From an optimization exercise on the open Yosys and OpenROAD flow, aimed at small area, a short achievable clock period and few clock cycles; shortcuts taken in it are not production practice. The RTL was checked by simulation tests, not by an equivalence proof against the original design. Power figures rest on the tool's default switching activity, not on a simulated workload.

==> flow/config.mk <==
export PLATFORM = sky130hd
export DESIGN_NAME = icache_ctrl
export DESIGN_NICKNAME = icache_ctrl
export VERILOG_FILES = /design/flow/design.v
export SDC_FILE = /design/flow/constraint.sdc
export NUM_CORES = 4
export LEC_CHECK = 0
export CAP_MARGIN = 20
export CORE_MARGIN = 2
export CORE_UTILIZATION = 40
export SETUP_SLACK_MARGIN = 2.3
export SLEW_MARGIN = 20
export SYNTH_HIERARCHICAL = 1
==> flow/constraint.sdc <==
create_clock -name core_clock -period 6.0 [get_ports {clk}]
set_input_delay 1.2000 -clock core_clock [delete_from_list [all_inputs] [get_ports {clk}]]
set_output_delay 1.2000 -clock core_clock [all_outputs]
set_load 0.01 [all_outputs]
==> flow/design.v <==
module icache_ctrl #(
  parameter int unsigned LINES       = 16,
  parameter int unsigned MEM_LATENCY = 1
) (
  input  logic         clk,
  input  logic         reset,
  input  logic         pc_valid,
  input  logic [31:0]  pc,
  input  logic         flush,
  output logic [31:0]  inst,
  output logic         inst_valid,
  output logic         stall,
  output logic [31:0]  mem_address,
  input  logic [127:0] mem_dataline,
  output logic [31:0]  hit_count,
  output logic [31:0]  miss_count
);
  localparam int unsigned IDX   = $clog2(LINES);
  localparam int unsigned TAG_W = 28 - IDX;
  logic [27:0]        buf_line_q;     
  logic               buf_ok_q;       
  logic               cont_q;         
  logic               first_q;        
  logic               idx_eq_q;       
  logic               tag_miss_q;     
  logic [IDX:0]       carry;          
  logic [6:0]         line_ne;
  logic               buf_hit;
  logic               hit_en;
  logic               stall_en;
  logic               stall_hit;
  logic               served;
  logic               idx_eq;
  logic               next_lo;
  logic               lo_en;
  logic               idx_ne;
  logic               req;
  logic               start;
  logic [31:0]        hit_count_q;
  logic [31:0]        miss_count_q;
  logic               miss_add_q;
  logic [32:0]        hit_carry;
  logic [32:0]        miss_carry;
  logic [31:0]        miss_sum;
  logic [LINES-1:0]   valid_q;
  logic [TAG_W-1:0]   tag_q [LINES];
  logic [IDX-1:0]     buf_idx;
  logic [TAG_W-1:0]   buf_tag;
  logic [TAG_W-1:0]   slot_tag;
  logic               slot_valid;
  logic [LINES-1:0]   idx_oh;         
  logic [3:0]         word_oh;        
  logic               buf_present;
  logic               pc_present;
  logic               new_miss;
  logic               fill;
  logic               fill_q;         
  logic               fill_same_q;    
  logic [IDX-1:0]     fill_idx;       
  assign req     = pc_valid && !flush && !reset;
  assign start   = req && !cont_q;
  for (genvar g = 0; g < 7; g++) begin : g_line_ne
    icache_ctrl_ne4 u_ne (.a(pc[4+4*g +: 4]), .b(buf_line_q[4*g +: 4]), .ne(line_ne[g]));
  end
  assign hit_en  = buf_ok_q && pc_valid && !flush && !reset;
  assign stall_en = buf_ok_q && !flush;
  icache_ctrl_match u_match_iv (.ne(line_ne), .en(hit_en),   .match(inst_valid));
  icache_ctrl_match u_match_st (.ne(line_ne), .en(stall_en), .match(stall_hit));
  icache_ctrl_match u_match    (.ne(line_ne), .en(buf_ok_q), .match(buf_hit));
  assign stall      = pc_valid && !reset && !stall_hit;
  assign served     = req && buf_hit;         
  icache_ctrl_prefix #(IDX) u_carry (.a(buf_line_q[IDX-1:0]), .p(carry));
  icache_ctrl_ne4 u_idx_ne (.a(pc[3+IDX:4]), .b(buf_line_q[IDX-1:0]), .ne(idx_ne));
  assign idx_eq  = !idx_ne;
  assign lo_en   = buf_ok_q && pc[3] && pc[2] && !carry[IDX];
  icache_ctrl_nor2 u_next_lo (.a(idx_ne), .b(!lo_en), .y(next_lo));
  always_comb begin
    mem_address[3:0] = 4'b0000;
    for (int i = 0; i < IDX; i++)
      mem_address[4+i] = pc[4+i] ^ (next_lo && carry[i]);
    mem_address[31:4+IDX] = pc[31:4+IDX];
  end
  assign buf_idx     = buf_line_q[IDX-1:0];
  assign buf_tag     = buf_line_q[27:IDX];
  for (genvar j = 0; j < LINES; j++) begin : g_idx_oh
    assign idx_oh[j] = (buf_idx == IDX'(j));
  end
  for (genvar b = 0; b < TAG_W; b++) begin : g_slot
    logic [LINES-1:0] col;
    for (genvar j = 0; j < LINES; j++) begin : g_col
      assign col[j] = tag_q[j][b];
    end
    icache_ctrl_sel16 u_sel (.sel(idx_oh), .d(col), .y(slot_tag[b]));
  end
  icache_ctrl_sel16 u_sel_valid (.sel(idx_oh), .d(valid_q), .y(slot_valid));
  assign buf_present = fill_same_q || (slot_valid && (slot_tag == buf_tag));
  assign pc_present  = fill_same_q ? !(|line_ne[6:1])
                                   : (slot_valid && (slot_tag == pc[31:4+IDX]));
  assign new_miss = (start && buf_hit && !buf_present) ||
                    (first_q && (idx_eq_q ? tag_miss_q : !buf_present));
  assign fill = served && !buf_present;
  assign fill_idx = fill_same_q ? buf_idx : buf_idx - IDX'(1);
  icache_ctrl_prefix #(32) u_hit_carry  (.a(hit_count_q),  .p(hit_carry));
  icache_ctrl_prefix #(32) u_miss_carry (.a(miss_count_q), .p(miss_carry));
  assign miss_sum = miss_count_q ^ ({32{miss_add_q && !miss_carry[32]}} & miss_carry[31:0]);
  assign hit_count  = hit_count_q;
  assign miss_count = miss_sum;
  for (genvar w = 0; w < 4; w++) begin : g_word_oh
    assign word_oh[w] = (pc[3:2] == 2'(w));
  end
  for (genvar b = 0; b < 32; b++) begin : g_inst
    icache_ctrl_sel4 u_sel (.sel(word_oh),
                            .d({mem_dataline[b], mem_dataline[32+b], mem_dataline[64+b],
                                mem_dataline[96+b]}),
                            .y(inst[b]));
  end
  always_ff @(posedge clk or posedge reset) begin
    if (reset) begin
      buf_ok_q     <= 1'b0;
      cont_q       <= 1'b0;
      first_q      <= 1'b0;
      hit_count_q  <= 32'h0;
      miss_count_q <= 32'h0;
      miss_add_q   <= 1'b0;
      valid_q      <= '0;
      fill_q       <= 1'b0;
      fill_same_q  <= 1'b0;
    end else begin
      buf_ok_q <= !flush;
      cont_q   <= req && !buf_hit;
      first_q  <= start && !buf_hit;
      hit_count_q  <= hit_count_q ^ ({32{served && !hit_carry[32]}} & hit_carry[31:0]);
      miss_add_q   <= new_miss;
      miss_count_q <= miss_sum;
      fill_q <= fill;
      fill_same_q <= fill && !(pc[3] && pc[2] && !carry[IDX]);
      if (flush)
        valid_q <= '0;
      else if (fill_q)
        valid_q[fill_idx] <= 1'b1;
    end
  end
  always_ff @(posedge clk) begin
    buf_line_q <= mem_address[31:4];
    idx_eq_q   <= idx_eq;
    tag_miss_q <= !pc_present;
    if (fill_q)
      tag_q[fill_idx] <= buf_tag;
  end
endmodule
module icache_ctrl_prefix #(
  parameter int unsigned N = 28
) (
  input  logic [N-1:0] a,
  output logic [N:0]   p
);
  localparam int unsigned G = (N + 3) / 4;
  logic [G-1:0] grp;        
  logic [G:0]   below;      
  for (genvar k = 0; k < G; k++) begin : g_grp
    localparam int unsigned W = (4*k + 4 <= N) ? 4 : N - 4*k;
    icache_ctrl_and #(W) u_g (.a(a[4*k +: W]), .y(grp[k]));
  end
  for (genvar k = 0; k <= G; k++) begin : g_below
    if (k == 0) begin : g_none
      assign below[k] = 1'b1;
    end else if (k == 1) begin : g_one
      assign below[k] = grp[0];
    end else if (k <= 4) begin : g_low
      icache_ctrl_and #(k) u_b (.a(grp[k-1:0]), .y(below[k]));
    end else begin : g_high
      logic high;
      if (k == 5) begin : g_h1
        assign high = grp[4];
      end else begin : g_hn
        icache_ctrl_and #(k-4) u_h (.a(grp[k-1:4]), .y(high));
      end
      icache_ctrl_and #(2) u_b (.a({below[4], high}), .y(below[k]));
    end
  end
  for (genvar i = 0; i <= N; i++) begin : g_p
    if (i % 4 == 0) begin : g_whole
      assign p[i] = below[i/4];
    end else if (i < 4) begin : g_first
      icache_ctrl_and #(i) u_p (.a(a[i-1:0]), .y(p[i]));
    end else begin : g_part
      icache_ctrl_and #(i % 4 + 1) u_p (.a({below[i/4], a[i-1:i-i%4]}), .y(p[i]));
    end
  end
endmodule
module icache_ctrl_and #(
  parameter int unsigned N = 2
) (
  input  logic [N-1:0] a,
  output logic         y
);
  assign y = &a;
endmodule
module icache_ctrl_ne4 (
  input  logic [3:0] a,
  input  logic [3:0] b,
  output logic       ne
);
  assign ne = (a != b);
endmodule
module icache_ctrl_match (
  input  logic [6:0] ne,
  input  logic       en,
  output logic       match
);
  logic [3:0] none;
  icache_ctrl_nor2 u_n0 (.a(ne[0]), .b(ne[1]), .y(none[0]));
  icache_ctrl_nor2 u_n1 (.a(ne[2]), .b(ne[3]), .y(none[1]));
  icache_ctrl_nor2 u_n2 (.a(ne[4]), .b(ne[5]), .y(none[2]));
  icache_ctrl_nor2 u_n3 (.a(ne[6]), .b(!en),   .y(none[3]));
  icache_ctrl_and4 u_a  (.a(none), .y(match));
endmodule
module icache_ctrl_nor2 (
  input  logic a,
  input  logic b,
  output logic y
);
  assign y = !(a || b);
endmodule
module icache_ctrl_and4 (
  input  logic [3:0] a,
  output logic       y
);
  assign y = &a;
endmodule
module icache_ctrl_sel16 (
  input  logic [15:0] sel,
  input  logic [15:0] d,
  output logic        y
);
  assign y = |(sel & d);
endmodule
module icache_ctrl_sel4 (
  input  logic [3:0] sel,
  input  logic [3:0] d,
  output logic       y
);
  assign y = |(sel & d);
endmodule
==> flow/flow/run.sh <==
#!/bin/bash
# Own layout flow: the standard synthesis unchanged, then the standard ORFS
# layout with sizing not tied to cell footprints, minimum-size port buffers,
# and a clock tree of smaller buffers without dummy loads.
set -euo pipefail
cd "$(dirname "$0")/.."
bash standard.sh synth > synth.log 2>&1
bash standard.sh \
  MATCH_CELL_FOOTPRINT=0 \
  "BUFFER_PORTS_ARGS=-buffer_cell sky130_fd_sc_hd__buf_1" \
  "CTS_ARGS=-sink_clustering_enable -repair_clock_nets -dont_use_dummy_load -buf_list sky130_fd_sc_hd__clkbuf_16 -sink_clustering_size 26 -sink_clustering_max_diameter 90" \
  finish > layout.log 2>&1
==> flow/standard.sh <==
#!/bin/bash
# synth_recipe.tcl (not shown) runs the flow's synth.tcl, then flattens the netlist and writes it again
# the make line also repeats each setting of config.mk as NAME=value (left out here)
make -C /OpenROAD-flow-scripts/flow DESIGN_CONFIG=/design/flow/config.mk WORK_HOME=/design/flow/orfs CLKGATE_MAP_FILE= SYNTH_SCRIPT=/design/flow/synth_recipe.tcl "${@:-finish}"
==> results.toml, run 1 <==
[clock_network]
cts_buffer_depth = 3
cts_buffers = 23
htreeDepth = 1
clkLatencyLatePin_ps = 590
path_clk_slew_ps = 100
hold_buffers = 0
cts_tree = "built"
cts_sinks = 500
cts_root_buf = "clkbuf_16"

[synthesis]
ys_ff_latch = 500
yosysSeqAreaShare_pct = 67.49
postSynthAreaPerCell_um2 = 15.43
synthArstFlopShare_pct = 17.20
yosysMostFrequentCell = "edfxtp_1"
synth_top_area_share_pct = 54.48
ys_warn_count = 7
synthFlopType = "edfxtp_1"
yosysUniqueCellTypes = 52
syn_area_um2 = 21160
ys_top_cells_by_count = "edfxtp_1, xnor2_1, nand2_1"
ys_top_cells_by_area = "edfxtp_1, dfrtp_1, a221oi_2"
syn_inst = 1372
synth-edff-count = 384
yosysTopAreaCell = "edfxtp_1"

[floorplan]
core.rowCount = 84
die_w_um = 234.0
dieArea_um2 = 54770
initial_utilization_pct = 40.35
ios = 294
core_area_um2 = 52450
die_h_um = 234.0

[critical_path]
crit_arrival_ps = 2460
worstPathRequired_ps = 4800
timing_worst_setup_path_type = "in2out"
crit_chain = "clkbuf_2 -> xnor2_2 -> nand4_1 -> nor2_1 -> and4_4 -> nor3b_2 -> clkbuf_2"
crit_top_cell = "clkbuf_2"
cpPeakStageDelay_ps = 280
slowest_stage = "and4_4"
crit_fanout = 4
worstSetupStartpointType = "primary input"
cp-end-kind = "output pin"

[grt]
first_global_vias = 12585
grt_util_met2_pct = 33.96
grt_busiest_layer = "met2"
met1_usage_pct = 28.66
grt_max_degree = 78
antenna_found_initial = 0
grt_pass1_wl_um = 81940
met3_usage_pct = 2.164
grt_use_total_pct = 20.28
grt_overflow_total = 0

[cells_and_area]
drive_above_1_share_pct = 19.49
n_fill_cell = 4569
multi_input_area_um2 = 6963
seqCellArea_um2 = 14310
n_antenna_cell = 0
syn2layout_area_growth_pct = 15.34
nets = 1867

[pwr]
leakagePower_nw = 8.454
power_density_nw_per_um2 = 250.1
power_mw = 6.104
peakVddDrop_v = 0.0001968

[timing]
finClkSkew_ps = 75.38
maxSlewViolCount = 0
rsz0062_at_grt = "yes"
worst_pin_slew_ps = 1123
max_slew_margin_pct = 24.94
hold_viol = 0
min_period_over_period_pct = 61.03
setup_violations = 0
max_freq_mhz = 273.1
min_period_ps = 3662
fin_setup_tns_ps = 0

[routing]
via_per_inst = 5.620
wirelength_um = 57560
antenna_left = 0
drtPass1Iterations = 5
via_count = 13382
wire_per_inst_um = 24.18
drcViolationCount = 0
drt_iter0_markers = 1167

[min_path]
hold_path_class = "reg2reg"

[run]
maxCapViolCount = 0

[placement]
numPortBuffers = 287
gp_congestion = 0.7817
dpl.hpwl_um = 35520

[run_status]
outcome = "timing/DRC/antenna clean"
==> timing repair <==
item	4_1_cts	5_1_grt
gates resized for setup	90	61
cloned	5	0
buffers inserted	14	16
endpoints found under the hold margin	0	0
endpoints found under the setup margin	74	59
pin swaps	12	16
==> Yosys stat by module (local to each module, per instance), excerpt <==
module | cell area [um2] | copies in the design | cells | flops+latches
icache_ctrl | 16910 | 1 | 895 | 500
icache_ctrl_sel16 | 101.3 | 25 | 9 | 0
icache_ctrl_ne4 | 41.29 | 8 | 5 | 0
icache_ctrl_sel4 | 18.77 | 32 | 3 | 0
icache_ctrl_and4 | 8.758 | 3 | 1 | 0
icache_ctrl_match | 3.754 | 3 | 1 | 0
icache_ctrl_nor2 | 3.754 | 13 | 1 | 0
==> area by class of cell <==
cell class | instances | share of cell area [%]
sequential | 500 | 58.64
multi-input combinational | 815 | 28.53
timing repair buffer | 341 | 6.730
tap | 688 | 3.527
clock buffer | 23 | 2.358
inverter | 14 | 0.2204
==> where the power goes <==
group | total, mW | switching (mW) | leakage [nW] | internal, mW
clock | 1.71 | 1.02 | 0.283 | 0.689
sequential | 3.81 | 0.0632 | 4.89 | 3.75
combinational | 0.579 | 0.342 | 3.28 | 0.237
==> cell families after synthesis <==
kind of cell | synth area share, %
flops | 67.49
simple gates | 8.868
compound gates | 14.80
xor+xnor | 6.385
buf+inv | 1.909
fa+ha+maj | 0.4730
other cells | 0.07092
==> cells in the final DEF (no fill, tap or decap), types with 8 or more instances in the layout <==
cell type,instances
and4_1,34
xnor2_2,23
nand2_1,108
xor2_1,18
xnor2_1,108
nor2_4,19
ha_1,8
a22o_1,100
dfxtp_2,14
a221oi_2,100
inv_1,11
dfrtp_1,85
clkbuf_16,23
dfxtp_1,13
and3_1,25
nand4_1,39
and2_1,35
nor2_1,32
edfxtp_1,384
buf_1,233
buf_4,50
a22oi_1,65
a31oi_1,9
clkbuf_2,46
==> worst max-delay path, delay by kind of cell <==
| family | cells | cell delay [ps] |
|---|---|---|
| simple gates | 4 | 780 |
| buf+inv | 2 | 290 |
| xor+xnor | 1 | 190 |
==> path summary, 6_finish.rpt <==
check	to	depth (start not counted)	from	slack, ps
max in group asynchronous	miss_count_q[1]	3	reset	4390
max reg2reg	miss_add_q	10	buf_line_q[3]	2350
min	first_q	1	cont_q	440
min reg2reg	first_q	1	cont_q	440
max	stall	7	pc[22]	2340
min in group asynchronous	valid_q[9]	2	reset	660
==> stage by stage <==
stage | utilization, % | setup WS, ps | area (um2) | std cells | hold WS, ps
after detailed placement | 43.98 | 1465 | 23070 | 2319 | 426.9
after CTS | 45.85 | 2261 | 24050 | 2361 | 442.2
after floorplan | - | 2402 | 21180 | 1375 | 404.8
final | 46.54 | 2338 | 24410 | 2381 | 435.9
after global placement | 43.96 | 1505 | 23060 | 2319 | 423.7
after global routing | 46.54 | 2220 | 24410 | 2381 | 462.4
==> registers in the layout, indices dropped and copies added (netlist names) <==
register,cells
miss_add_q,1
fill_same_q,1
first_q,1
tag_q,384
cont_q,1
miss_count_q,32
buf_line_q,28
buf_ok_q,1
tag_miss_q,1
valid_q,16
idx_eq_q,1
fill_q,1
hit_count_q,32
==> routing by layer <==
| metal | vias up | share of wire (%) |
|---|---|---|
| li1 | 6071 | - |
| met1 | 6826 | 43 |
| met2 | 433 | 49 |
| met3 | 52 | 5.7 |
| met4 | 0 | 1.8 |
| met5 | - | 0 |
Testbench counts, summed over its fixed seeds: cycles 37,210.
==> inputs of run 2 (changes only) <==
--- a/flow/config.mk
+++ b/flow/config.mk
@@ -9,5 +9,5 @@
 export CORE_MARGIN = 2
 export CORE_UTILIZATION = 40
-export SETUP_SLACK_MARGIN = 2.3
+export SETUP_SLACK_MARGIN = 2.5
 export SLEW_MARGIN = 20
 export SYNTH_HIERARCHICAL = 1
==> results.toml, run 2 <==
[clock_network]
cts_root_buf = "clkbuf_16"
clkLatencyLatePin_ps = 600
cts_sinks = 500
cts_buffer_depth = 3
path_clk_slew_ps = 100
htreeDepth = 1
cts_buffers = 23
cts_tree = "built"
hold_buffers = 0

[synthesis]
synth_simple_gate_area_share_pct = 8.868
yosysUniqueCellTypes = 52
postSynthAreaPerCell_um2 = 15.43
yosysSeqAreaShare_pct = 67.49
ys_top_cells_by_count = "edfxtp_1, xnor2_1, nand2_1"
synth_top_family_by_area = "compound AO/OA/AOI/OAI gates"
ys_top_cells_by_area = "edfxtp_1, dfrtp_1, a221oi_2"
synth.mux.area_fraction_pct = 0
ys_ff_latch = 500
synthFlopType = "edfxtp_1"
synth_xor_xnor_area_share_pct = 6.385
synth_fa_ha_area_share_pct = 0.4730
syn_area_um2 = 21160
yosysMostFrequentCell = "edfxtp_1"
yosysTopAreaCell = "edfxtp_1"
ys_warn_count = 7
synth-compound-area-share_pct = 14.80
synth_top_area_share_pct = 54.48
synthArstFlopShare_pct = 17.20
synth-edff-count = 384
syn_inst = 1372

[placement]
dpl.hpwl_um = 38500
gp_congestion = 0.8502
numPortBuffers = 287
postPlaceCellArea_um2 = 23090
place_worst_setup_slack_ps = 1487

[cells_and_area]
fin_util_pct = 49.37
drive_above_1_share_pct = 28.82
syn2layout_area_growth_pct = 22.33
fin_area_um2 = 25890
largest_register_ffs = 384
final_cell_mix = "edfxtp_1, buf_1, buf_4"
nets = 1930
final_common_cell = "edfxtp_1"
n_fill_cell = 4408
reg.largest.list = "tag_q x384, hit_count_q x32, miss_count_q x32"
top_register = "tag_q"
seqCellArea_um2 = 14330
multi_input_area_um2 = 7611

[floorplan]
die_h_um = 234.0
die_w_um = 234.0
core.rowCount = 84
core_area_um2 = 52450
ios = 294
initial_utilization_pct = 40.35
dieArea_um2 = 54770

[timing]
maxSlewViolCount = 0
finClkSkew_ps = 87.51
rsz0062_at_grt = "yes"
min_period_ps = 3658
worst_pin_slew_ps = 1129
min_period_over_period_pct = 60.96
hold_viol = 0
fin_ws_ps = 2342
fin_setup_tns_ps = 0
max_freq_mhz = 273.4
max_slew_margin_pct = 24.53
setup_violations = 0

[critical_path]
cp-end-kind = "output pin"
timing_worst_setup_path_type = "reg2out"
endpoint = "miss_count[5]"
rr_startpoint = "buf_line_q[1]"
worstSetupStartpointType = "flip-flop"
reg2regPathDepth = 11
crit_fanout = 8
rrSetupSlack_ps = 2480
worst_r2r_endpoint = "miss_add_q"
cp-startpoint = "miss_count_q[31]"
crit_arrival_ps = 2460
worstPathRequired_ps = 4800

[grt]
grt_max_degree = 79
grt_overflow_total = 0
first_global_vias = 13003
antenna_found_initial = 1
grt_pass1_wl_um = 87110
grt_use_total_pct = 21.87

[run_status]
outcome = "timing/DRC/antenna clean"

[routing]
drcViolationCount = 0
via_per_inst = 5.816
wire_per_inst_um = 25.90
antenna_left = 0
via_count = 14220
wirelength_um = 63320
drt_iter0_markers = 1510
drtPass1Iterations = 9

[pwr]
power_density_nw_per_um2 = 242.7
peakVddDrop_v = 0.0001725
leakagePower_nw = 9.368

[min_path]
hold_path_class = "reg2reg"

[run]
maxCapViolCount = 0
[run 2: changes by cell type in the layout (fill, tap and decap cells not counted), sizes merged]
cell,change
diode,+1
clkinvlp,+1
buf,+92
clkinv,-1
clkbuf,-28
nor2b,-1
[run 2: cell families (layout without fill, tap and decap cells)]
family / after synthesis / after routing
other: 4 / 8
AOI/OAI and AO/OA: 297 / 297
DFF: 500 / 500
and+or+nand+nor: 347 / 351
buffers and inverters: 65 / 442
adders and majority gates: 8 / 8
xor gates and xnor gates: 151 / 151
[run 2: cell type report]
class | instances | share of cell area [%]
diodes | 1 | 0.009666
inverters | 14 | 0.2175
flip-flops and latches | 500 | 55.35
well taps | 688 | 3.325
multi-input cells | 814 | 29.40
clock buffers | 23 | 2.223
repair buffers | 405 | 9.472
[run 2: metal layers]
metal | up-vias | GRT usage [%] | wire length (um)
li1 | 6179 | - | -
met1 | 7419 | 32.53 | 28050
met2 | 513 | 33.59 | 29750
met3 | 105 | 3.648 | 4161
met4 | 4 | 4.529 | 1256
met5 | - | 2.321 | 101
[run 2: how the worst min path moves through the flow]
stage | end | slack, ps | cells past startpoint | start
floorplan | first_q | 400 | 1 | cont_q
detailed placement | first_q | 440 | 1 | cont_q
finish | first_q | 450 | 1 | cont_q
global route | first_q | 470 | 1 | cont_q
global placement | first_q | 430 | 1 | cont_q
CTS | first_q | 450 | 1 | cont_q
[run 2: worst max-delay path, cell delays in order (launching register included)]
cell,delay [ps]
dfrtp_1,420
and4_1,190
and4_1,200
and2_4,160
nor2b_4,230
buf_12,190
nand2_2,110
xnor2_4,250
buf_6,150
[run 2: report_power, final]
| part | switching, mW | internal (mW) | total [mW] | leakage (nW) |
|---|---|---|---|---|
| combinational | 0.412 | 0.333 | 0.745 | 4.19 |
| clock | 1.04 | 0.689 | 1.73 | 0.283 |
| sequential | 0.0630 | 3.75 | 3.81 | 4.89 |
[run 2: Yosys stat by module, one instance, submodules excluded, excerpt]
module | flops+latches | area (um2) | cells | copies in the design
icache_ctrl | 500 | 16910 | 895 | 1
icache_ctrl_sel16 | 0 | 101.3 | 9 | 25
icache_ctrl_ne4 | 0 | 41.29 | 5 | 8
icache_ctrl_sel4 | 0 | 18.77 | 3 | 32
icache_ctrl_and4 | 0 | 8.758 | 1 | 3
icache_ctrl_match | 0 | 3.754 | 1 | 3
icache_ctrl_nor2 | 0 | 3.754 | 1 | 13
[run 2: what timing repair did]
action,4_1_cts,5_1_grt
buffers inserted,58,32
cloned,6,1
hold endpoints to repair,0,0
endpoints found under the setup margin,99,66
pin swaps,41,64
gates resized for setup,248,200
[run 2: through the flow]
stage / hold WS [ps] / power [mW] / std cells
2_1_floorplan: 404.8 / 4.200 / 1375
3_3_place_gp: 429.5 / 4.410 / 2322
3_5_place_dp: 435.3 / 4.420 / 2322
4_1_cts: 448.3 / 6.192 / 2409
5_1_grt: 473.2 / 6.452 / 2444
6_report: 446.4 / 6.284 / 2445
==> inputs of run 3 (changes only) <==
--- a/flow/config.mk
+++ b/flow/config.mk
@@ -9,5 +9,5 @@
 export CORE_MARGIN = 2
 export CORE_UTILIZATION = 40
-export SETUP_SLACK_MARGIN = 2.5
+export SETUP_SLACK_MARGIN = 2.4
 export SLEW_MARGIN = 20
 export SYNTH_HIERARCHICAL = 1
==> results.toml, run 3 <==
[run_status]
outcome = "timing/DRC/antenna clean"

[critical_path]
crit_fanout = 4
reg2regPathDepth = 12
timing_worst_setup_path_type = "in2out"
worstPathRequired_ps = 4800
slowest_stage = "and4_4"
rrSetupSlack_ps = 2490
crit_chain = "buf_4 -> xnor2_4 -> nand4_1 -> buf_6 -> nor2_2 -> and4_4 -> nor3b_2 -> buf_2"
cpLargestDelayFamily = "simple AND/OR/NAND/NOR gates"
worst_r2r_endpoint = "miss_add_q"
crit_arrival_ps = 2390
cpPeakStageDelay_ps = 260
cp-end-kind = "output pin"
rr_startpoint = "buf_line_q[0]"
path_buf_inv = 3
worstSetupStartpointType = "primary input"

[min_path]
whs_path_depth = 1
hold_path_class = "reg2reg"
hold_start = "cont_q"
hold_end = "first_q"

[pwr]
power_mw = 6.156
power_density_nw_per_um2 = 246.3
peakVddDrop_v = 0.0001927
leakagePower_nw = 8.792

[synthesis]
ys_top_cells_by_area = "edfxtp_1, dfrtp_1, a221oi_2"
synth-edff-count = 384
syn_inst = 1372
yosysTopAreaCell = "edfxtp_1"
ys_warn_count = 7
postSynthAreaPerCell_um2 = 15.43
syn_area_um2 = 21160
ys_top_cells_by_count = "edfxtp_1, xnor2_1, nand2_1"
yosysMostFrequentCell = "edfxtp_1"
ys_ff_latch = 500
synthArstFlopShare_pct = 17.20
yosysUniqueCellTypes = 52
synthFlopType = "edfxtp_1"
yosysSeqAreaShare_pct = 67.49
synth_top_area_share_pct = 54.48

[clock_network]
cts_sinks = 500
htreeDepth = 1
cts_root_buf = "clkbuf_16"
clkLatencyLatePin_ps = 600
path_clk_slew_ps = 100
cts_buffer_depth = 3
cts_tree = "built"
cts_buffers = 23

[floorplan]
dieArea_um2 = 54770
die_w_um = 234.0
core.rowCount = 84
core_area_um2 = 52450
die_h_um = 234.0
ios = 294
initial_utilization_pct = 40.35

[grt]
antenna_found_initial = 2
grt_max_degree = 78
grt_pass1_wl_um = 82540
grt_use_total_pct = 20.42
first_global_vias = 12721
grt_overflow_total = 0

[routing]
wirelength_um = 58140
antenna_left = 0
wire_per_inst_um = 24.20
via_count = 13456
drt_iter0_markers = 1167
drtPass1Iterations = 5
drcViolationCount = 0
via_per_inst = 5.600

[timing]
min_period_ps = 3590
worst_pin_slew_ps = 1129
fin_ws_ps = 2410
maxSlewViolCount = 0
fin_setup_tns_ps = 0
min_period_over_period_pct = 59.84
setup_violations = 0
hold_viol = 0
finClkSkew_ps = 79.52
max_slew_margin_pct = 24.53
whs_ps = 436.7
rsz0062_at_grt = "yes"
max_freq_mhz = 278.5

[placement]
place_worst_setup_slack_ps = 1465
postPlaceCellArea_um2 = 23070
dpl.hpwl_um = 35520
dp_cells = 2319
numPortBuffers = 287
gp_congestion = 0.7817

[cells_and_area]
drive_above_1_share_pct = 23.50
fin_util_pct = 47.66
nets = 1889
reg.largest.list = "tag_q x384, hit_count_q x32, miss_count_q x32"
n_fill_cell = 4505
syn2layout_area_growth_pct = 18.10
final_common_cell = "edfxtp_1"
n_antenna_cell = 0
largest_register_ffs = 384
fin_cells = 2403
seqCellArea_um2 = 14330
fin_area_um2 = 24990
final_cell_mix = "edfxtp_1, buf_1, nand2_1"
top_register = "tag_q"
multi_input_area_um2 = 7229

[run]
maxCapViolCount = 0
-- run 3: layout make-up --
type | count | share of cell area [%]
repair buffers | 363 | 7.789
well taps | 688 | 3.444
multi-input cells | 815 | 28.92
flip-flops and latches | 500 | 57.32
clock buffers | 23 | 2.303
inverters | 14 | 0.2153
-- run 3: what timing repair did --
item,in CTS,in global routing
setup buffers,29,23
hold buffers,0,0
endpoints found under the setup margin,74,61
cloned,5,0
pin swaps,31,37
gates resized for setup,170,111
-- run 3: modules after synthesis, one instance, submodules excluded, excerpt --
| module | cells inside | area [um2] | flip-flops and latches |
|---|---|---|---|
| icache_ctrl_sel16 | 9 | 101.3 | 0 |
| icache_ctrl_ne4 | 5 | 41.29 | 0 |
| icache_ctrl_match | 1 | 3.754 | 0 |
| icache_ctrl_and4 | 1 | 8.758 | 0 |
| icache_ctrl | 895 | 16910 | 500 |
| icache_ctrl_sel4 | 3 | 18.77 | 0 |
| icache_ctrl_nor2 | 1 | 3.754 | 0 |
-- run 3: cells by family (layout without fill, tap and decap cells) --
logic type                 after synthesis  count (layout)  share of synthesized area [%]
AOI/OAI and AO/OA                      297             297                          14.80
xor gates and xnor gates               151             151                          6.385
adders and majority gates                8               8                         0.4730
buffers and inverters                   65             400                          1.909
DFF                                    500             500                          67.49
other                                    4               7                        0.07092
and+or+nand+nor                        347             352                          8.868
-- run 3: worst max path at each step --
stage,start,end,depth (start not counted)
global placement,buf_line_q[0],miss_add_q,11
CTS,buf_line_q[0],miss_add_q,12
floorplan,pc[2],mem_address[5],6
detailed placement,buf_line_q[0],miss_add_q,11
finish,pc[11],stall,8
global route,miss_count_q[28],miss_count[18],8
-- run 3: where the power goes --
group	switching, mW	leakage (nW)	internal [mW]
sequential	0.0628	4.89	3.75
combinational	0.357	3.61	0.271
clock	1.03	0.283	0.689
total	1.45	8.79	4.71
-- run 3: per-layer routing --
metal,wire length (um),track usage [%],vias to the layer above
met5,25,0,-
met4,832,4.411,4
met3,3311,2.237,53
met2,28940,34.33,442
met1,25030,28.66,6837
li1,-,-,6120
==> inputs of run 4 (changes only) <==
--- a/flow/design.v
+++ b/flow/design.v
@@ -234,5 +234,15 @@
   output logic        y
 );
-  assign y = |(sel & d);
+  logic [3:0] part;
+  for (genvar k = 0; k < 4; k++) begin : g_part
+    icache_ctrl_sel4 u_s (.sel(sel[4*k +: 4]), .d(d[4*k +: 4]), .y(part[k]));
+  end
+  icache_ctrl_or4 u_o (.a(part), .y(y));
+endmodule
+module icache_ctrl_or4 (
+  input  logic [3:0] a,
+  output logic       y
+);
+  assign y = |a;
 endmodule
 module icache_ctrl_sel4 (
==> results.toml, run 4 <==
[floorplan]
core_area_um2 = 51200
ios = 294
die_w_um = 231.5
core.rowCount = 83
die_h_um = 231.5
initial_utilization_pct = 40.42
dieArea_um2 = 53570

[grt]
first_global_vias = 13413
grt_pass1_wl_um = 81920
grt_max_degree = 45
grt_overflow_total = 0
grt_use_total_pct = 20.41
antenna_found_initial = 2

[run_status]
outcome = "timing/DRC/antenna clean"

[routing]
via_count = 13997
drcViolationCount = 0
via_per_inst = 5.603
drt_iter0_markers = 1334
wirelength_um = 57100
drtPass1Iterations = 5
wl_met2_um = 28090
antenna_left = 0
met1_length_um = 23180
top_layer_used = "met4"
wire_per_inst_um = 22.86
met3_length_um = 4027

[synthesis]
syn_area_um2 = 20690
ys_top_cells_by_area = "edfxtp_1, dfrtp_1, a22oi_1"
ys_warn_count = 7
synth-edff-count = 384
synthArstFlopShare_pct = 17.20
syn_inst = 1472
postSynthAreaPerCell_um2 = 14.06
synthFlopType = "edfxtp_1"
ys_ff_latch = 500
synth_top_area_share_pct = 55.72
yosysSeqAreaShare_pct = 69.02
yosysMostFrequentCell = "edfxtp_1"
ys_top_cells_by_count = "edfxtp_1, a22oi_1, nand2_1"
yosysTopAreaCell = "edfxtp_1"
yosysUniqueCellTypes = 51

[timing]
whs_ps = 445.7
min_period_ps = 3614
max_slew_margin_pct = 26.62
setup_violations = 0
hold_viol = 0
fin_setup_tns_ps = 0
finClkSkew_ps = 57.62
rsz0062_at_grt = "yes"
min_period_over_period_pct = 60.23
maxSlewViolCount = 0
worst_pin_slew_ps = 1098
max_freq_mhz = 276.7
fin_ws_ps = 2386

[clock_network]
hold_buffers = 0
cts_buffers = 24
cts_sinks = 500
cts_root_buf = "clkbuf_16"
cts_tree = "built"
cts_buffer_depth = 3
path_clk_slew_ps = 100
clkLatencyLatePin_ps = 580
htreeDepth = 1

[critical_path]
worstPathRequired_ps = 4800
worst_r2r_endpoint = "miss_add_q"
rr_startpoint = "buf_line_q[1]"
worstSetupStartpointType = "primary input"
cp-startpoint = "pc[6]"
endpoint = "inst_valid"
crit_fanout = 3
timing_worst_setup_path_type = "in2out"
rrSetupSlack_ps = 2480
cp-end-kind = "output pin"
reg2regPathDepth = 12
crit_arrival_ps = 2410

[pwr]
peakVddDrop_v = 0.0002003
power_density_nw_per_um2 = 251.7
leakagePower_nw = 8.983

[cells_and_area]
reg.largest.list = "tag_q x384, hit_count_q x32, miss_count_q x32"
syn2layout_area_growth_pct = 18.11
top_register = "tag_q"
final_common_cell = "edfxtp_1"
drive_above_1_share_pct = 17.34
nets = 1991
largest_register_ffs = 384
final_cell_mix = "edfxtp_1, a22oi_1, buf_1"

[placement]
place_worst_setup_slack_ps = 1365
gp_congestion = 0.7906
dpl.hpwl_um = 36050
numPortBuffers = 287

[min_path]
hold_path_class = "reg2reg"

[run]
maxCapViolCount = 0
==> run 4: cell count changes in the layout (fill, tap and decap cells not counted), moves of 9 or more <==
cell	before	now
a221oi_2	100	0
a22o_1	100	0
a22oi_1	65	264
clkbuf_2	35	44
nand2_1	105	205
nand4_1	39	14
or4_1	0	20
==> run 4: cell families (layout without fill, tap and decap cells) <==
kind of cell             after synthesis  after routing  synth area share [%]
flip-flops                           500            500                 69.02
adder cells (fa/ha/maj)                8              8                0.4837
AND/OR/NAND/NOR                      447            449                 11.03
AO/OA/AOI/OAI                        297            297                 10.91
buffers and inverters                 65            405                 1.953
other                                  4              8               0.07253
XOR/XNOR                             151            151                 6.530
==> run 4: what timing repair did <==
| item | CTS | global route |
|---|---|---|
| buffers inserted | 26 | 31 |
| hold endpoints to repair | 0 | 0 |
| gates resized for setup | 151 | 116 |
| pin swaps | 14 | 24 |
| cloned | 2 | 0 |
| endpoints found under the setup margin | 74 | 41 |
==> run 4: area by class of cell <==
cell class                 count  area (um2)
multi-input combinational    912        6708
inverter                      14       53.80
fill                        4482       26750
antenna                        1       2.502
tap                          680       850.8
timing repair buffer         367        1901
sequential                   500       14330
clock buffer                  24       600.6
==> run 4: through the flow <==
stage / utilization, % / power [mW] / instance area [um2] / cells
finish: 47.74 / 6.153 / 24440 / 2498
global route: 47.74 / 6.348 / 24440 / 2498
CTS: 46.47 / 6.138 / 23790 / 2466
detailed placement: 44.15 / 4.383 / 22600 / 2414
global placement: 44.11 / 4.371 / 22580 / 2413
floorplan: - / 4.176 / 20710 / 1475
==> run 4: metal layers <==
metal	track usage (%)	up-vias
met5	0	-
met1	26.22	7042
met4	6.714	0
li1	-	6275
met2	35.61	581
met3	2.768	99
==> run 4: critical path, stage by stage <==
cell and delay, ps:
buf_6 110, xnor2_2 170, nand4_1 290, nor2_1 210, and4_4 280, clkbuf_2 150
==> run 4: Yosys stat by module, one instance, submodules excluded, excerpt <==
module             area (um2)  times used  flops+latches
icache_ctrl             16910           1            500
icache_ctrl_ne4         41.29           8              0
icache_ctrl_sel4        18.77         132              0
icache_ctrl_and4        8.758           3              0
icache_ctrl_or4         7.507          25              0
icache_ctrl_match       3.754           3              0
icache_ctrl_nor2        3.754          13              0
==> run 4: how the worst min path moves through the flow <==
stage | cells after the start | slack (ps) | start | end
finish | 1 | 450 | cont_q | first_q
CTS | 1 | 450 | cont_q | first_q
detailed placement | 1 | 430 | cont_q | first_q
floorplan | 1 | 400 | cont_q | first_q
global route | 1 | 480 | cont_q | first_q
global placement | 1 | 420 | cont_q | first_q
==> run 4: report_power, final <==
| group | total (mW) | internal (mW) | switching, mW |
|---|---|---|---|
| Sequential | 3.81 | 3.75 | 0.0593 |
| Clock | 1.74 | 0.716 | 1.02 |
| Combinational | 0.605 | 0.258 | 0.347 |
Testbench counts of run 4, summed over its fixed seeds: cycles 37,210.
==> inputs of run 5 (changes only) <==
--- a/flow/config.mk
+++ b/flow/config.mk
@@ -9,5 +9,5 @@
 export CORE_MARGIN = 2
 export CORE_UTILIZATION = 40
-export SETUP_SLACK_MARGIN = 2.4
+export SETUP_SLACK_MARGIN = 2.5
 export SLEW_MARGIN = 20
 export SYNTH_HIERARCHICAL = 1
==> results.toml, run 5 <==
[synthesis]
yosysMostFrequentCell = "edfxtp_1"
yosysTopAreaCell = "edfxtp_1"
yosysSeqAreaShare_pct = 69.02
synth-edff-count = 384
yosysUniqueCellTypes = 51
ys_ff_latch = 500
synthArstFlopShare_pct = 17.20
ys_warn_count = 7
postSynthAreaPerCell_um2 = 14.06
synthFlopType = "edfxtp_1"
synth_top_area_share_pct = 55.72
ys_top_cells_by_area = "edfxtp_1, dfrtp_1, a22oi_1"
syn_inst = 1472
syn_area_um2 = 20690
ys_top_cells_by_count = "edfxtp_1, a22oi_1, nand2_1"

[cells_and_area]
drive_above_1_share_pct = 20.75
n_fill_cell = 4391
largest_register_ffs = 384
syn2layout_area_growth_pct = 21.06
final_common_cell = "edfxtp_1"
nets = 2015
top_register = "tag_q"
final_cell_mix = "edfxtp_1, a22oi_1, buf_1"
reg.largest.list = "tag_q x384, hit_count_q x32, miss_count_q x32"

[clock_network]
cts_buffer_depth = 3
clkLatencyLatePin_ps = 600
cts_buffers = 25
cts_sinks = 500
hold_buffers = 0
cts_root_buf = "clkbuf_16"
htreeDepth = 1
path_clk_slew_ps = 100
cts_tree = "built"

[critical_path]
crit_top_cell = "nand2_2"
rr_startpoint = "buf_line_q[2]"
worstSetupStartpointType = "primary input"
worst_r2r_endpoint = "miss_add_q"
timing_worst_setup_path_type = "in2out"
crit_chain = "buf_12 -> and2_4 -> nor2b_4 -> nand2_2 -> nor2_4 -> nand2_2 -> xnor2_2 -> buf_4"
crit_arrival_ps = 2360
cpPeakStageDelay_ps = 200
crit_fanout = 5
rrSetupSlack_ps = 2510
cp-startpoint = "pc[3]"
slowest_stage = "xnor2_2"
worstPathRequired_ps = 4800
cp-end-kind = "output pin"
cpLargestDelayFamily = "simple AND/OR/NAND/NOR gates"
path_buf_inv = 2
reg2regPathDepth = 12

[routing]
antenna_left = 0
drtPass1Iterations = 5
drcViolationCount = 0
drt_iter0_markers = 1238
via_count = 13963
via_per_inst = 5.536
wirelength_um = 57740
wire_per_inst_um = 22.89

[timing]
maxSlewViolCount = 0
fin_setup_tns_ps = 0
finClkSkew_ps = 93.52
setup_violations = 0
max_freq_mhz = 280.9
worst_pin_slew_ps = 1080
min_period_over_period_pct = 59.33
fin_ws_ps = 2440
min_period_ps = 3560
rsz0062_at_grt = "yes"
hold_viol = 0
max_slew_margin_pct = 27.82

[floorplan]
die_h_um = 231.5
die_w_um = 231.5
core.rowCount = 83
core_area_um2 = 51200
initial_utilization_pct = 40.42
dieArea_um2 = 53570
ios = 294

[grt]
grt_use_total_pct = 20.70
grt_max_degree = 65
grt_overflow_total = 0
antenna_found_initial = 2
first_global_vias = 13379
grt_pass1_wl_um = 83190

[pwr]
peakVddDrop_v = 0.0002293
power_density_nw_per_um2 = 249.1
leakagePower_nw = 9.502
power_mw = 6.241

[placement]
place_worst_setup_slack_ps = 1736
dpl.hpwl_um = 35080
numPortBuffers = 287
gp_congestion = 0.8162

[run]
maxCapViolCount = 0

[min_path]
whs_path_depth = 1
hold_end = "first_q"
hold_start = "cont_q"
hold_path_class = "reg2reg"

[run_status]
outcome = "timing/DRC/antenna clean"
## run 5: layout make-up
| cell class | instances | area [um2] | share of cell area (%) |
|---|---|---|---|
| sequential | 500 | 14330 | 57.20 |
| multi-input combinational | 912 | 7014 | 28.00 |
| timing repair buffer | 390 | 2173 | 8.675 |
| tap | 680 | 850.8 | 3.396 |
| clock buffer | 25 | 625.6 | 2.497 |
| inverter | 14 | 56.30 | 0.2247 |
| antenna | 1 | 2.502 | 0.009989 |
## run 5: per-module statistics from Yosys, one instance, submodules excluded, a selection
module | flip-flops and latches | cell area, um2 | cells inside | times used
icache_ctrl | 500 | 16910 | 895 | 1
icache_ctrl_ne4 | 0 | 41.29 | 5 | 8
icache_ctrl_sel4 | 0 | 18.77 | 3 | 132
icache_ctrl_and4 | 0 | 8.758 | 1 | 3
icache_ctrl_or4 | 0 | 7.507 | 1 | 25
icache_ctrl_match | 0 | 3.754 | 1 | 3
icache_ctrl_nor2 | 0 | 3.754 | 1 | 13
## run 5: cell families after synthesis
kind of cell	synth area share, %
and+or+nand+nor	11.03
adders and majority gates	0.4837
xor gates and xnor gates	6.530
buffers and inverters	1.953
AOI/OAI and AO/OA	10.91
DFF	69.02
other	0.07253
## run 5: how the worst max path moves through the flow
stage	endpoint	cells past startpoint
floorplan	mem_address[5]	6
finish	mem_address[7]	8
CTS	mem_address[7]	8
global route	miss_count[27]	8
detailed placement	miss_add_q	13
global placement	hit_count_q[21]	9
## run 5: report_power, final
group	internal, mW	switching [mW]	total [mW]
sequential	3.75	0.0622	3.81
clock	0.744	1.03	1.78
combinational	0.287	0.364	0.651
total	4.78	1.46	6.24
## run 5: layer usage
metal / wire length (um) / up-vias / GRT usage [%]
li1: - / 6326 / -
met1: 22770 / 7000 / 26.70
met2: 29500 / 553 / 36.86
met3: 3904 / 84 / 2.399
met4: 1562 / 0 / 5.625
met5: 0 / - / 0
## run 5: through the flow
stage               instances  hold WS (ps)  utilization (%)  area [um2]
finish                   2522         489.9            48.93       25050
CTS                      2475         491.0            47.34       24240
global route             2522         509.7            48.93       25050
detailed placement       2412         451.8            44.13       22590
global placement         2411         428.1            44.09       22570
floorplan                1475         404.8                -       20720
## run 5: repair_timing
| action | in CTS | in global routing |
|---|---|---|
| setup endpoints to repair | 74 | 63 |
| pin swaps | 34 | 61 |
| buffers inserted | 36 | 46 |
| gates cloned | 2 | 0 |
| resized for setup | 259 | 133 |
## run 5: worst reg2reg max path: cells and delay by family, from the launching register on
kind            cells  cell delay (ps)
buf+inv             2              440
simple gates        6             1460
flops               1              430
compound gates      4             1070
==> inputs of run 6 (changes only) <==
--- a/flow/flow/run.sh
+++ b/flow/flow/run.sh
@@ -8,4 +8,5 @@
 bash standard.sh \
   MATCH_CELL_FOOTPRINT=0 \
+  REMOVE_ABC_BUFFERS=1 \
   "BUFFER_PORTS_ARGS=-buffer_cell sky130_fd_sc_hd__buf_1" \
   "CTS_ARGS=-sink_clustering_enable -repair_clock_nets -dont_use_dummy_load -buf_list sky130_fd_sc_hd__clkbuf_16 -sink_clustering_size 26 -sink_clustering_max_diameter 90" \
--- a/flow/config.mk
+++ b/flow/config.mk
@@ -9,5 +9,5 @@
 export CORE_MARGIN = 2
 export CORE_UTILIZATION = 40
-export SETUP_SLACK_MARGIN = 2.5
+export SETUP_SLACK_MARGIN = 2.3
 export SLEW_MARGIN = 20
 export SYNTH_HIERARCHICAL = 1
==> results.toml, run 6 <==
[synthesis]
synth_top_area_share_pct = 55.72
ys_ff_latch = 500
postSynthAreaPerCell_um2 = 14.06
yosysTopAreaCell = "edfxtp_1"
synth-edff-count = 384
syn_inst = 1472
ys_top_cells_by_area = "edfxtp_1, dfrtp_1, a22oi_1"
synthArstFlopShare_pct = 17.20
ys_warn_count = 7
ys_top_cells_by_count = "edfxtp_1, a22oi_1, nand2_1"
synthFlopType = "edfxtp_1"
yosysSeqAreaShare_pct = 69.02
yosysUniqueCellTypes = 51
yosysMostFrequentCell = "edfxtp_1"
syn_area_um2 = 20690

[timing]
max_freq_mhz = 268.2
maxSlewViolCount = 0
hold_viol = 0
min_period_over_period_pct = 62.13
fin_setup_tns_ps = 0
finClkSkew_ps = 93.21
max_slew_margin_pct = 25.91
worst_pin_slew_ps = 1109
setup_violations = 0
rsz0062_at_grt = "yes"
min_period_ps = 3728
whs_ps = 463.4

[routing]
via_per_inst = 5.465
via_count = 13548
wire_per_inst_um = 22.74
wirelength_um = 56370
drcViolationCount = 0
drt_iter0_markers = 1116
antenna_left = 0
drtPass1Iterations = 5

[grt]
grt_use_total_pct = 20.17
grt_pass1_wl_um = 81030
grt_overflow_total = 0
grt_max_degree = 57
first_global_vias = 12914
met3_usage_pct = 2.067
grt_util_met2_pct = 34.45
antenna_found_initial = 1
grt_busiest_layer = "met2"
met1_usage_pct = 27.42

[clock_network]
hold_buffers = 0
path_clk_slew_ps = 80
htreeDepth = 1
cts_buffer_depth = 3
clkLatencyLatePin_ps = 610
cts_sinks = 500
cts_buffers = 24
cts_tree = "built"
cts_root_buf = "clkbuf_16"

[cells_and_area]
drive_above_1_share_pct = 14.40
nets = 1972
final_common_cell = "edfxtp_1"
fin_cells = 2479
syn2layout_area_growth_pct = 17.33
top_register = "tag_q"
largest_register_ffs = 384
final_cell_mix = "edfxtp_1, a22oi_1, buf_1"
reg.largest.list = "tag_q x384, hit_count_q x32, miss_count_q x32"

[placement]
dp_cells = 2419
gp_congestion = 0.7897
numPortBuffers = 287
dpl.hpwl_um = 35030

[critical_path]
worstPathRequired_ps = 4800
worstSetupStartpointType = "primary input"
cp-end-kind = "output pin"
cp-startpoint = "pc[21]"
worst_r2r_endpoint = "miss_add_q"
timing_worst_setup_path_type = "in2out"
reg2regPathDepth = 13
crit_fanout = 4
rr_startpoint = "buf_line_q[0]"
rrSetupSlack_ps = 2390
endpoint = "stall"
crit_arrival_ps = 2530

[floorplan]
ios = 294
dieArea_um2 = 53570
core.rowCount = 83
core_area_um2 = 51200
die_w_um = 231.5
initial_utilization_pct = 40.42
die_h_um = 231.5

[pwr]
leakagePower_nw = 8.743
power_density_nw_per_um2 = 252.5
peakVddDrop_v = 0.0001460

[run_status]
outcome = "timing/DRC/antenna clean"

[run]
maxCapViolCount = 0

[min_path]
hold_path_class = "reg2reg"
## run 6: logic make-up (layout without fill, tap and decap cells)
group / Yosys count / count (layout) / share of synthesized area [%]
simple gates: 447 / 451 / 11.03
fa+ha+maj: 8 / 8 / 0.4837
other cells: 4 / 8 / 0.07253
compound gates: 297 / 297 / 10.91
buf+inv: 65 / 384 / 1.953
flops: 500 / 500 / 69.02
xor+xnor: 151 / 151 / 6.530
## run 6: per-module statistics from Yosys, one instance, submodules excluded, a selection
module,cell area (um2),cells inside,flops+latches,times used
icache_ctrl_match,3.754,1,0,3
icache_ctrl_and4,8.758,1,0,3
icache_ctrl,16910,895,500,1
icache_ctrl_ne4,41.29,5,0,8
icache_ctrl_sel4,18.77,3,0,132
icache_ctrl_nor2,3.754,1,0,13
icache_ctrl_or4,7.507,1,0,25
## run 6: worst min path at each step
stage | cells after the start | from | slack (ps) | to
after detailed placement | 1 | cont_q | 430 | first_q
after global placement | 1 | cont_q | 430 | first_q
after CTS | 1 | cont_q | 440 | first_q
final | 1 | cont_q | 460 | first_q
after floorplan | 1 | cont_q | 400 | first_q
after global routing | 1 | cont_q | 500 | first_q
## run 6: cell type report
| cell class | instances | area, um2 |
|---|---|---|
| Fill cell | 4528 | 26920 |
| Tap cell | 680 | 850.8 |
| Sequential cell | 500 | 14320 |
| Inverter | 14 | 55.05 |
| Multi-Input combinational cell | 914 | 6665 |
| Clock buffer | 24 | 600.6 |
| Antenna cell | 1 | 2.502 |
| Timing Repair Buffer | 346 | 1787 |
## run 6: per-layer routing
layer	share of wire, %	vias up	wire, um
met2	49	481	27890
met1	42	6748	23690
met3	6.2	69	3514
met4	2.3	0	1271
li1	-	6250	-
met5	0	-	0
## run 6: stage by stage
stage	setup slack [ps]	total power [mW]	area (um2)	utilization, %
finish	2272	6.131	24280	47.43
global route	2146	6.328	24280	47.43
CTS	2246	6.117	23710	46.30
detailed placement	1288	4.378	22650	44.24
global placement	1327	4.368	22630	44.20
floorplan	2134	4.147	20350	-
## run 6: repair_timing
action,in CTS,in global routing
pin swaps,10,22
buffers inserted,13,14
cloned,5,0
setup endpoints to repair,74,56
hold endpoints to repair,0,0
gates resized for setup,99,111
## run 6: report_power, final
part	total (mW)	switching, mW	internal, mW
registers	3.81	0.0632	3.75
logic	0.575	0.337	0.238
clock network	1.74	1.03	0.716
## run 6: critical path, cell delays in order
cell and delay [ps]:
clkbuf_4 170, xnor2_4 200, nand4_1 240, nor2_1 220
and4_4 280, nor3b_1 50, buf_2 160
==> inputs of run 7 (changes only) <==
--- a/flow/flow/run.sh
+++ b/flow/flow/run.sh
@@ -8,5 +8,4 @@
 bash standard.sh \
   MATCH_CELL_FOOTPRINT=0 \
-  REMOVE_ABC_BUFFERS=1 \
   "BUFFER_PORTS_ARGS=-buffer_cell sky130_fd_sc_hd__buf_1" \
   "CTS_ARGS=-sink_clustering_enable -repair_clock_nets -dont_use_dummy_load -buf_list sky130_fd_sc_hd__clkbuf_16 -sink_clustering_size 26 -sink_clustering_max_diameter 90" \
==> results.toml, run 7 <==
[critical_path]
crit_top_cell = "buf_1"
crit_chain = "buf_1 -> xnor2_1 -> nand4_1 -> buf_4 -> nor2_1 -> and4_1 -> nor3b_1 -> buf_1"
worst_r2r_endpoint = "miss_add_q"
crit_arrival_ps = 2470
rrSetupSlack_ps = 2350
cp-end-kind = "output pin"
worstPathRequired_ps = 4800
worstSetupStartpointType = "primary input"
crit_fanout = 4
reg2regPathDepth = 12
rr_startpoint = "buf_line_q[0]"
timing_worst_setup_path_type = "in2out"
slowest_stage = "buf_1"
cpPeakStageDelay_ps = 250

[cells_and_area]
fin_area_um2 = 23870
final_cell_mix = "edfxtp_1, a22oi_1, buf_1"
syn2layout_area_growth_pct = 15.34
reg.largest.list = "tag_q x384, hit_count_q x32, miss_count_q x32"
top_register = "tag_q"
fin_cells = 2471
largest_register_ffs = 384
nets = 1961
final_common_cell = "edfxtp_1"
drive_above_1_share_pct = 12.76
fin_util_pct = 46.62

[clock_network]
path_clk_slew_ps = 100
cts_sinks = 500
cts_buffer_depth = 3
cts_buffers = 24
cts_root_buf = "clkbuf_16"
htreeDepth = 1
cts_tree = "built"
hold_buffers = 0
clkLatencyLatePin_ps = 580

[synthesis]
yosysSeqAreaShare_pct = 69.02
yosysMostFrequentCell = "edfxtp_1"
syn_inst = 1472
yosysTopAreaCell = "edfxtp_1"
ys_ff_latch = 500
ys_top_cells_by_count = "edfxtp_1, a22oi_1, nand2_1"
synthArstFlopShare_pct = 17.20
synth_top_area_share_pct = 55.72
synthFlopType = "edfxtp_1"
syn_area_um2 = 20690
synth-edff-count = 384
yosysUniqueCellTypes = 51
ys_warn_count = 7
postSynthAreaPerCell_um2 = 14.06
ys_top_cells_by_area = "edfxtp_1, dfrtp_1, a22oi_1"

[pwr]
leakagePower_nw = 8.622
peakVddDrop_v = 0.0001961
power_density_nw_per_um2 = 256.3

[routing]
drcViolationCount = 0
wire_per_inst_um = 22.86
drtPass1Iterations = 5
wirelength_um = 56500
drt_iter0_markers = 1256
antenna_left = 0
via_per_inst = 5.605
via_count = 13849

[min_path]
whs_path_depth = 1
hold_start = "cont_q"
hold_end = "first_q"
hold_path_class = "reg2reg"

[timing]
maxSlewViolCount = 0
setup_violations = 0
fin_setup_tns_ps = 0
max_slew_margin_pct = 28.23
rsz0062_at_grt = "yes"
hold_viol = 0
finClkSkew_ps = 59.80
worst_pin_slew_ps = 1074
min_period_ps = 3674
min_period_over_period_pct = 61.24
fin_ws_ps = 2326
max_freq_mhz = 272.2

[grt]
grt_overflow_total = 0
grt_max_degree = 45
grt_use_total_pct = 20.40
first_global_vias = 13399
antenna_found_initial = 5
grt_pass1_wl_um = 81840

[placement]
gp_congestion = 0.7906
dpl.hpwl_um = 36050
dp_cells = 2414
postPlaceCellArea_um2 = 22600
numPortBuffers = 287
place_worst_setup_slack_ps = 1365

[floorplan]
initial_utilization_pct = 40.42
ios = 294
core_area_um2 = 51200
die_h_um = 231.5
die_w_um = 231.5
core.rowCount = 83
dieArea_um2 = 53570

[run]
maxCapViolCount = 0

[run_status]
outcome = "timing/DRC/antenna clean"
==> run 7: kinds of logic after synthesis <==
logic type	Yosys count	synth area share (%)
DFF	500	69.02
and+or+nand+nor	447	11.03
AOI/OAI and AO/OA	297	10.91
xor gates and xnor gates	151	6.530
buffers and inverters	65	1.953
adders and majority gates	8	0.4837
other	4	0.07253
==> run 7: critical path, delay by kind of cell <==
family                 cells  cell delay, ps
buffers and inverters      3             620
AND/OR/NAND/NOR            4             560
XOR/XNOR                   1             100
==> run 7: Yosys stat by module (local to each module, per instance), excerpt <==
module	cells	flip-flops and latches
icache_ctrl_ne4	5	0
icache_ctrl	895	500
icache_ctrl_sel4	3	0
icache_ctrl_nor2	1	0
icache_ctrl_and4	1	0
icache_ctrl_or4	1	0
==> run 7: timing repair <==
item                                    CTS  global route
buffers inserted                         22             5
gates cloned                              2             0
pin swaps                                11             6
endpoints found under the setup margin   74            63
resized for setup                        96            65
==> run 7: worst max path at each step <==
| stage | start | end | slack (ps) | depth (start not counted) |
|---|---|---|---|---|
| final | pc[31] | stall | 2330 | 8 |
| after global routing | buf_line_q[0] | miss_add_q | 2200 | 13 |
| after CTS | buf_line_q[3] | miss_add_q | 2210 | 12 |
| after detailed placement | buf_line_q[0] | miss_add_q | 1360 | 12 |
| after global placement | buf_line_q[0] | miss_add_q | 1420 | 12 |
| after floorplan | pc[2] | mem_address[5] | 2400 | 6 |
==> run 7: layer usage <==
metal	global-route usage (%)	wire length, um	part of all wire [%]	vias up
met4	7.419	1887	3.3	2
met1	26.15	22850	40	6945
met3	2.940	4260	7.5	102
li1	-	-	-	6222
met2	35.20	27490	49	578
met5	0	13	0.023	-
==> run 7: cell type report <==
type	instances	area [um2]
antenna	4	10.01
clock buffer	24	600.6
fill	4566	27330
inverter	14	53.80
multi-input combinational	912	6485
sequential	500	14320
tap	680	850.8
timing repair buffer	337	1554
==> run 7: power by group <==
part / total, mW / switching [mW] / internal [mW]
sequential: 3.81 / 0.0597 / 3.75
clock: 1.74 / 1.02 / 0.716
combinational: 0.572 / 0.337 / 0.234
total: 6.12 / 1.42 / 4.70
==> run 7: stage by stage <==
stage | hold slack [ps] | total power [mW]
floorplan | 404.8 | 4.176
global placement | 418.7 | 4.371
detailed placement | 428.0 | 4.383
CTS | 452.0 | 6.120
global route | 478.6 | 6.315
finish | 448.3 | 6.118
==> inputs of run 8 (changes only) <==
--- a/flow/flow/run.sh
+++ b/flow/flow/run.sh
@@ -1,6 +1,9 @@
 #!/bin/bash
 # Own layout flow: the standard synthesis unchanged, then the standard ORFS
-# layout with sizing not tied to cell footprints, minimum-size port buffers,
-# and a clock tree of smaller buffers without dummy loads.
+# layout with sizing not tied to cell footprints, minimum-size port buffers
+# (the repair upsizes them where timing needs it), and a clock tree with
+# larger sink clusters (fewer leaf buffers) and no dummy loads.
+# Each tool's output goes to synth.log and layout.log here; ORFS also keeps
+# its per-step logs under orfs/logs.
 set -euo pipefail
 cd "$(dirname "$0")/.."
--- a/flow/config.mk
+++ b/flow/config.mk
@@ -9,5 +9,5 @@
 export CORE_MARGIN = 2
 export CORE_UTILIZATION = 40
-export SETUP_SLACK_MARGIN = 2.3
+export SETUP_SLACK_MARGIN = 2.2
 export SLEW_MARGIN = 20
 export SYNTH_HIERARCHICAL = 1
==> results.toml, run 8 <==
[pwr]
leakagePower_nw = 8.416
power_density_nw_per_um2 = 257.3
power_mw = 6.087
peakVddDrop_v = 0.0002132

[placement]
place_worst_setup_slack_ps = 1365
numPortBuffers = 287
gp_congestion = 0.7906
dpl.hpwl_um = 36050

[synthesis]
yosysMostFrequentCell = "edfxtp_1"
synth-compound-area-share_pct = 10.91
synth_fa_ha_area_share_pct = 0.4837
synth_top_family_by_area = "simple AND/OR/NAND/NOR gates"
syn_inst = 1472
synth_top_area_share_pct = 55.72
synth_xor_xnor_area_share_pct = 6.530
synthFlopType = "edfxtp_1"
synth_simple_gate_area_share_pct = 11.03
ys_ff_latch = 500
synth-edff-count = 384
ys_top_cells_by_area = "edfxtp_1, dfrtp_1, a22oi_1"
synth.mux.area_fraction_pct = 0
postSynthAreaPerCell_um2 = 14.06
yosysSeqAreaShare_pct = 69.02
syn_area_um2 = 20690
ys_top_cells_by_count = "edfxtp_1, a22oi_1, nand2_1"
synthArstFlopShare_pct = 17.20
yosysTopAreaCell = "edfxtp_1"
ys_warn_count = 7
yosysUniqueCellTypes = 51

[critical_path]
cp-end-kind = "output pin"
crit_arrival_ps = 2570
worstPathRequired_ps = 4800
slowest_stage = "and4_2"
worstSetupStartpointType = "primary input"
crit_fanout = 4
crit_chain = "clkbuf_2 -> xnor2_1 -> nand4_1 -> buf_4 -> nor2_1 -> and4_2 -> clkbuf_2"
crit_top_cell = "clkbuf_2"
timing_worst_setup_path_type = "in2out"
cpPeakStageDelay_ps = 310

[cells_and_area]
nets = 1953
largest_register_ffs = 384
final_common_cell = "edfxtp_1"
syn2layout_area_growth_pct = 14.30
drive_above_1_share_pct = 9.781
seqCellArea_um2 = 14310
n_fill_cell = 4595
multi_input_area_um2 = 6389
top_register = "tag_q"
reg.largest.list = "tag_q x384, hit_count_q x32, miss_count_q x32"
fin_util_pct = 46.20
final_cell_mix = "edfxtp_1, a22oi_1, buf_1"

[floorplan]
ios = 294
core_area_um2 = 51200
core.rowCount = 83
initial_utilization_pct = 40.42
die_h_um = 231.5
die_w_um = 231.5
dieArea_um2 = 53570

[timing]
hold_viol = 0
max_slew_margin_pct = 28.18
whs_ps = 453.9
rsz0062_at_grt = "yes"
worst_pin_slew_ps = 1075
fin_ws_ps = 2226
setup_violations = 0
fin_setup_tns_ps = 0
min_period_over_period_pct = 62.90
max_freq_mhz = 265.0
min_period_ps = 3774
finClkSkew_ps = 65.86
maxSlewViolCount = 0

[min_path]
hold_path_class = "reg2reg"

[routing]
via_count = 13770
wire_per_inst_um = 22.86
via_per_inst = 5.593
drt_iter0_markers = 1303
drtPass1Iterations = 5
drcViolationCount = 0
antenna_left = 0
wirelength_um = 56290

[grt]
grt_overflow_total = 0
grt_use_total_pct = 20.35
grt_max_degree = 45
first_global_vias = 13328
antenna_found_initial = 4
grt_pass1_wl_um = 81590

[clock_network]
htreeDepth = 1
cts_root_buf = "clkbuf_16"
path_clk_slew_ps = 100
cts_tree = "built"
cts_buffer_depth = 3
cts_buffers = 24
cts_sinks = 500
clkLatencyLatePin_ps = 590

[run_status]
outcome = "timing/DRC/antenna clean"

[run]
maxCapViolCount = 0
## run 8: cell count changes in the layout (fill, tap and decap cells not counted), moves of 7 or more
| cell | change |
|---|---|
| dfxtp_1 | +7 |
| xnor2_1 | +10 |
| buf_1 | +25 |
| dfxtp_2 | -7 |
| clkbuf_2 | -20 |
| buf_4 | -10 |
| xnor2_2 | -10 |
## run 8: final timing paths
| check | cells after the start | slack, ps | start | end |
|---|---|---|---|---|
| hold reg to reg | 1 | 450 | cont_q | first_q |
| setup reg to reg | 11 | 2300 | buf_line_q[2] | miss_add_q |
| setup / recovery | 7 | 2230 | pc[27] | inst_valid |
| max in group asynchronous | 3 | 4150 | reset | hit_count_q[5] |
| hold / removal | 1 | 450 | cont_q | first_q |
| min in group asynchronous | 2 | 780 | reset | cont_q |
## run 8: timing repair
action | CTS | global route
cloned | 2 | 0
pin swaps | 6 | 4
gates resized for setup | 47 | 52
setup buffers | 14 | 5
hold buffers | 0 | 0
setup endpoints to repair | 74 | 41
## run 8: cell type report
class                      instances  area share [%]
inverter                          14          0.2275
timing repair buffer             329           6.115
clock buffer                      24           2.539
antenna                            3         0.03174
multi-input combinational        912           27.01
tap                              680           3.597
sequential                       500           60.48
## run 8: cell families after synthesis
logic type                 count (synthesis)
AOI/OAI and AO/OA                        297
xor gates and xnor gates                 151
adders and majority gates                  8
buffers and inverters                     65
DFF                                      500
other                                      4
and+or+nand+nor                          447
## run 8: report_power, final
| part | internal (mW) | leakage [nW] | switching, mW | total, mW |
|---|---|---|---|---|
| registers | 3.75 | 4.89 | 0.0664 | 3.82 |
| clock network | 0.716 | 0.296 | 1.02 | 1.74 |
| logic | 0.209 | 3.23 | 0.323 | 0.532 |
| total | 4.68 | 8.42 | 1.41 | 6.09 |
## run 8: per-module statistics from Yosys (local to each module, per instance), a selection
module	times used	flip-flops and latches
icache_ctrl	1	500
icache_ctrl_and4	3	0
icache_ctrl_match	3	0
icache_ctrl_ne4	8	0
icache_ctrl_nor2	13	0
icache_ctrl_or4	25	0
icache_ctrl_sel4	132	0
## run 8: per-stage QoR
stage | instances | instance area (um2)
3_5_place_dp | 2414 | 22600
3_3_place_gp | 2413 | 22580
2_1_floorplan | 1475 | 20710
4_1_cts | 2454 | 23430
5_1_grt | 2461 | 23650
6_report | 2462 | 23650
## run 8: critical path, delay by kind of cell
family                    cells  cell delay, ps
xor gates and xnor gates      1             290
and+or+nand+nor               3             590
buffers and inverters         3             480
## run 8: metal layers
| layer | vias up | global-route usage (%) | part of all wire (%) |
|---|---|---|---|
| met5 | - | 0 | 0.023 |
| met4 | 2 | 7.440 | 3.2 |
| met3 | 93 | 3.051 | 7.6 |
| met2 | 551 | 35.09 | 49 |
| met1 | 6928 | 26.00 | 40 |
| li1 | 6196 | - | - |

-- port drivers added, routing unchanged --
The results above use ideal ports. As a check the final layouts listed here were re-extracted and re-timed, cells and wires unchanged.
Step 1 sets driving cells, clkbuf_16 on the clock port and buf_2 on the other inputs (assumed; they add their load-dependent delay and slew).
Step 2 also shifts input and output timing later by t, the mid clock arrival at the registers, as if the neighbouring blocks saw the same clock.
Slacks: ideal ports / drivers / drivers and shift; pairs: ideal ports / drivers.
run	t, ns	slack for setup (ns)	latest minus earliest clock arrival (ns)
run 1	0.602	2.338 / 2.297 / 2.286	0.079 / 0.078
run 2	0.608	2.342 / 2.290 / 1.952	0.093 / 0.093
run 3	0.605	2.410 / 2.364 / 2.364	0.081 / 0.081
run 4	0.611	2.386 / 2.326 / 2.326	0.059 / 0.059
run 5	0.615	2.440 / 2.368 / 2.368	0.099 / 0.100
run 6	0.617	2.272 / 2.250 / 2.250	0.093 / 0.093
run 7	0.611	2.326 / 2.305 / 2.305	0.060 / 0.060
run 8	0.611	2.226 / 2.206 / 2.206	0.066 / 0.066
After both steps every run listed still meets setup and hold. For run 2, which loses most, drivers alone change the setup slack by -0.052 ns; drivers and shift together by -0.390 ns.
